This is an optimization exercise on Yosys and OpenROAD, whose aim is small area, not a production implementation.
Only simulation tests tie the RTL to the original design; equivalence was not proved.
Power is estimated from default activity; no workload was simulated.

## multicast_tree_member_table_unit
module multicast_tree_member_table_unit
#(
    parameter int MAX_MEMBERS = 16
) (
    input  logic         clk,
    input  logic         rst_n,
    input  logic         s_tvalid,
    output logic         s_tready,
    input  logic [47:0]  s_tdata,    
    input  logic [2:0]   s_tuser,    
    output logic         m_tvalid,
    input  logic         m_tready,
    output logic [111:0] m_tdata,    
    output logic [2:0]   m_tuser,    
    output logic         m_tlast,
    input  logic         cfg_valid,
    output logic         cfg_ready,
    input  logic         cfg_index,
    input  logic [31:0]  cfg_data
);
Settings: LEC_CHECK=0, CAP_MARGIN=20, CORE_MARGIN=2, CORE_UTILIZATION=65, SLEW_MARGIN=20; clock period 10.0 ns.
standard.sh (not shown) runs the stock make flow with config.mk's settings and CLKGATE_MAP_FILE= SYNTH_SCRIPT=/design/flow/synth_recipe.tcl, a recipe that flattens the netlist after the stock synthesis.
==> flow/flow/run.sh <==
#!/bin/bash
# The standard layout (standard.sh, unchanged make targets and settings) with
# three changes:
#  - synthesis maps logic with an area-oriented ABC script (flow/abc_area.script);
#    everything else in synthesis is synth_recipe.tcl as given (same registers);
#  - port buffers use buf_1;
#  - CTS uses clkbuf_8 leaf clusters of at most 19 sinks within 55 um and no dummy loads.
# Each tool's output is in ORFS's own logs under orfs/logs; make's output is in
# flow_make.log.
set -euo pipefail
HERE=$(pwd)
{
  echo "proc abc {args} {"
  echo "  set i [lsearch \$args -script]"
  echo "  set args [lreplace \$args \$i [expr {\$i + 1}] -script $HERE/flow/abc_area.script]"
  echo "  yosys abc {*}\$args"
  echo "}"
  cat synth_recipe.tcl
} > my_synth.tcl
sed "s#SYNTH_SCRIPT=[^ ]*#SYNTH_SCRIPT=$HERE/my_synth.tcl#" standard.sh > my_standard.sh
grep -q "SYNTH_SCRIPT=$HERE/my_synth.tcl" my_standard.sh
export BUFFER_PORTS_ARGS="-buffer_cell sky130_fd_sc_hd__buf_1"
export CTS_ARGS="-sink_clustering_enable -repair_clock_nets -dont_use_dummy_load -sink_clustering_size 19 -sink_clustering_max_diameter 55 -buf_list sky130_fd_sc_hd__clkbuf_8 "
bash my_standard.sh finish > flow_make.log 2>&1
==> flow/flow/abc_area.script <==
strash; balance; rewrite; refactor; balance; rewrite; rewrite -z; balance; refactor -z; rewrite -z; balance; dch -f; amap
Edit:
--- a/flow/flow/run.sh
+++ b/flow/flow/run.sh
@@ -5,5 +5,5 @@
 #    everything else in synthesis is synth_recipe.tcl as given (same registers);
 #  - port buffers use buf_1;
-#  - CTS uses clkbuf_8 leaf clusters of at most 19 sinks within 55 um and no dummy loads.
+#  - CTS uses clkbuf_16 leaf clusters of at most 30 sinks within 50 um and no dummy loads.
 # Each tool's output is in ORFS's own logs under orfs/logs; make's output is in
 # flow_make.log.
@@ -21,4 +21,4 @@
 grep -q "SYNTH_SCRIPT=$HERE/my_synth.tcl" my_standard.sh
 export BUFFER_PORTS_ARGS="-buffer_cell sky130_fd_sc_hd__buf_1"
-export CTS_ARGS="-sink_clustering_enable -repair_clock_nets -dont_use_dummy_load -sink_clustering_size 19 -sink_clustering_max_diameter 55 -buf_list sky130_fd_sc_hd__clkbuf_8 "
+export CTS_ARGS="-sink_clustering_enable -repair_clock_nets -dont_use_dummy_load -sink_clustering_size 30 -sink_clustering_max_diameter 50 -buf_list sky130_fd_sc_hd__clkbuf_16 "
 bash my_standard.sh finish > flow_make.log 2>&1
- cell area climbs by 2.0%
- synthesized area is unchanged
- worst hold slack degrades by 0.027 ns
- synthesized cell count is unchanged
- via count climbs by 2.4%
- core utilization climbs by 1.4 points
- power climbs by 7.9%
- critical path depth does not change
- cell count drops by 0.42%
Edit:
--- a/flow/flow/run.sh
+++ b/flow/flow/run.sh
@@ -5,5 +5,5 @@
 #    everything else in synthesis is synth_recipe.tcl as given (same registers);
 #  - port buffers use buf_1;
-#  - CTS uses clkbuf_16 leaf clusters of at most 30 sinks within 50 um and no dummy loads.
+#  - CTS uses clkbuf_8 leaf clusters of at most 17 sinks within 50 um and no dummy loads.
 # Each tool's output is in ORFS's own logs under orfs/logs; make's output is in
 # flow_make.log.
@@ -21,4 +21,4 @@
 grep -q "SYNTH_SCRIPT=$HERE/my_synth.tcl" my_standard.sh
 export BUFFER_PORTS_ARGS="-buffer_cell sky130_fd_sc_hd__buf_1"
-export CTS_ARGS="-sink_clustering_enable -repair_clock_nets -dont_use_dummy_load -sink_clustering_size 30 -sink_clustering_max_diameter 50 -buf_list sky130_fd_sc_hd__clkbuf_16 "
+export CTS_ARGS="-sink_clustering_enable -repair_clock_nets -dont_use_dummy_load -sink_clustering_size 17 -sink_clustering_max_diameter 50 -buf_list sky130_fd_sc_hd__clkbuf_8 "
 bash my_standard.sh finish > flow_make.log 2>&1
What happened:
- The changed run finished clean
- hold slack gets better by 0.039 ns
- wire length shrinks by roughly a tenth
- setup slack gets better by 0.091 ns
- global-route usage shrinks by 3.1 points
- via count shrinks by a few percent

========
multicast_tree_member_table_unit, a different RTL version from the one above (not shown whole).
Size: roughly 3300 cells after synthesis, ~2000 flip-flops, ~210 I/O pins.
export LEC_CHECK = 0
export CAP_MARGIN = 20
export CORE_MARGIN = 2
export CORE_UTILIZATION = 65
export SLEW_MARGIN = 20
create_clock -name core_clock -period 10.0 [get_ports {clk}]
==> flow/flow/run.sh <==
#!/bin/bash
# The standard layout (standard.sh, unchanged make targets and settings) with
# three changes:
#  - synthesis maps logic with an area-oriented ABC script (flow/abc_area.script);
#    everything else in synthesis is synth_recipe.tcl as given (same registers);
#  - port buffers use buf_1;
#  - CTS uses clkbuf_8 leaf clusters of at most 16 sinks within 40 um and no dummy loads.
# Each tool's output is in ORFS's own logs under orfs/logs; make's output is in
# flow_make.log.
set -euo pipefail
HERE=$(pwd)
{
  echo "proc abc {args} {"
  echo "  set i [lsearch \$args -script]"
  echo "  set args [lreplace \$args \$i [expr {\$i + 1}] -script $HERE/flow/abc_area.script]"
  echo "  yosys abc {*}\$args"
  echo "}"
  cat synth_recipe.tcl
} > my_synth.tcl
sed "s#SYNTH_SCRIPT=[^ ]*#SYNTH_SCRIPT=$HERE/my_synth.tcl#" standard.sh > my_standard.sh
grep -q "SYNTH_SCRIPT=$HERE/my_synth.tcl" my_standard.sh
export BUFFER_PORTS_ARGS="-buffer_cell sky130_fd_sc_hd__buf_1"
export CTS_ARGS="-sink_clustering_enable -repair_clock_nets -dont_use_dummy_load -sink_clustering_size 16 -sink_clustering_max_diameter 40 -buf_list sky130_fd_sc_hd__clkbuf_8 "
bash my_standard.sh finish > flow_make.log 2>&1
Scripts as last shown in full above: flow/flow/abc_area.script
Edit:
--- a/flow/flow/run.sh
+++ b/flow/flow/run.sh
@@ -6,3 +6,3 @@
 #  - port buffers use buf_1;
-#  - CTS uses clkbuf_8 leaf clusters of at most 16 sinks within 40 um and no dummy loads.
+#  - CTS uses clkbuf_16 leaf clusters of at most 33 sinks within 60 um and no dummy loads.
 # Each tool's output is in ORFS's own logs under orfs/logs; make's output is in
@@ -22,3 +22,3 @@
 export BUFFER_PORTS_ARGS="-buffer_cell sky130_fd_sc_hd__buf_1"
-export CTS_ARGS="-sink_clustering_enable -repair_clock_nets -dont_use_dummy_load -sink_clustering_size 16 -sink_clustering_max_diameter 40 -buf_list sky130_fd_sc_hd__clkbuf_8 "
+export CTS_ARGS="-sink_clustering_enable -repair_clock_nets -dont_use_dummy_load -sink_clustering_size 33 -sink_clustering_max_diameter 60 -buf_list sky130_fd_sc_hd__clkbuf_16 "
 bash my_standard.sh finish > flow_make.log 2>&1
The new run produced a clean layout.
Register-to-register slack degrades by 0.04 ns.
Worst setup slack degrades by 0.041 ns.
Final area hardly moves.
Total power rose by about 0.7%.
Maximum frequency fell by about 0.6%.
Flip-flop and latch count does not change.
Clock skew rose by 0.014 ns.
Clock power rose by about 1%.
Die area is unchanged.

-- re-timing with driven ports --
The flow's constraints put no driver on any port. The routed layouts listed below were extracted and timed again, unchanged, in two steps.
Step 1: set_driving_cell puts a clkbuf_16 on clk and a buf_2 on each other input, an assumption about the parent block.
Step 2 moves the port delays by t, midway between the first and last clock arrival at a register: inputs arrive t later, outputs are due t later. That takes back most of the time a late clock gives input paths.
Three values: ideal ports, drivers, drivers and shift; two values: the first two.
run	shift t [ns]	setup WS [ns]	cell pins on the clock port's net
the first run of note 1	0.821	2.822 / 2.822 / 2.822	1
the second run of note 1	0.718	2.832 / 2.832 / 2.832	1
the third run of note 1	0.809	2.924 / 2.924 / 2.924	1
the first run of note 2	0.837	3.293 / 3.293 / 3.058	1
the second run of note 2	0.691	3.252 / 3.252 / 3.021	1
After both steps setup and hold are still met in every run listed. For the first run of note 2, which loses most, drivers alone change the setup slack by 0.000 ns; drivers and shift together by -0.235 ns.
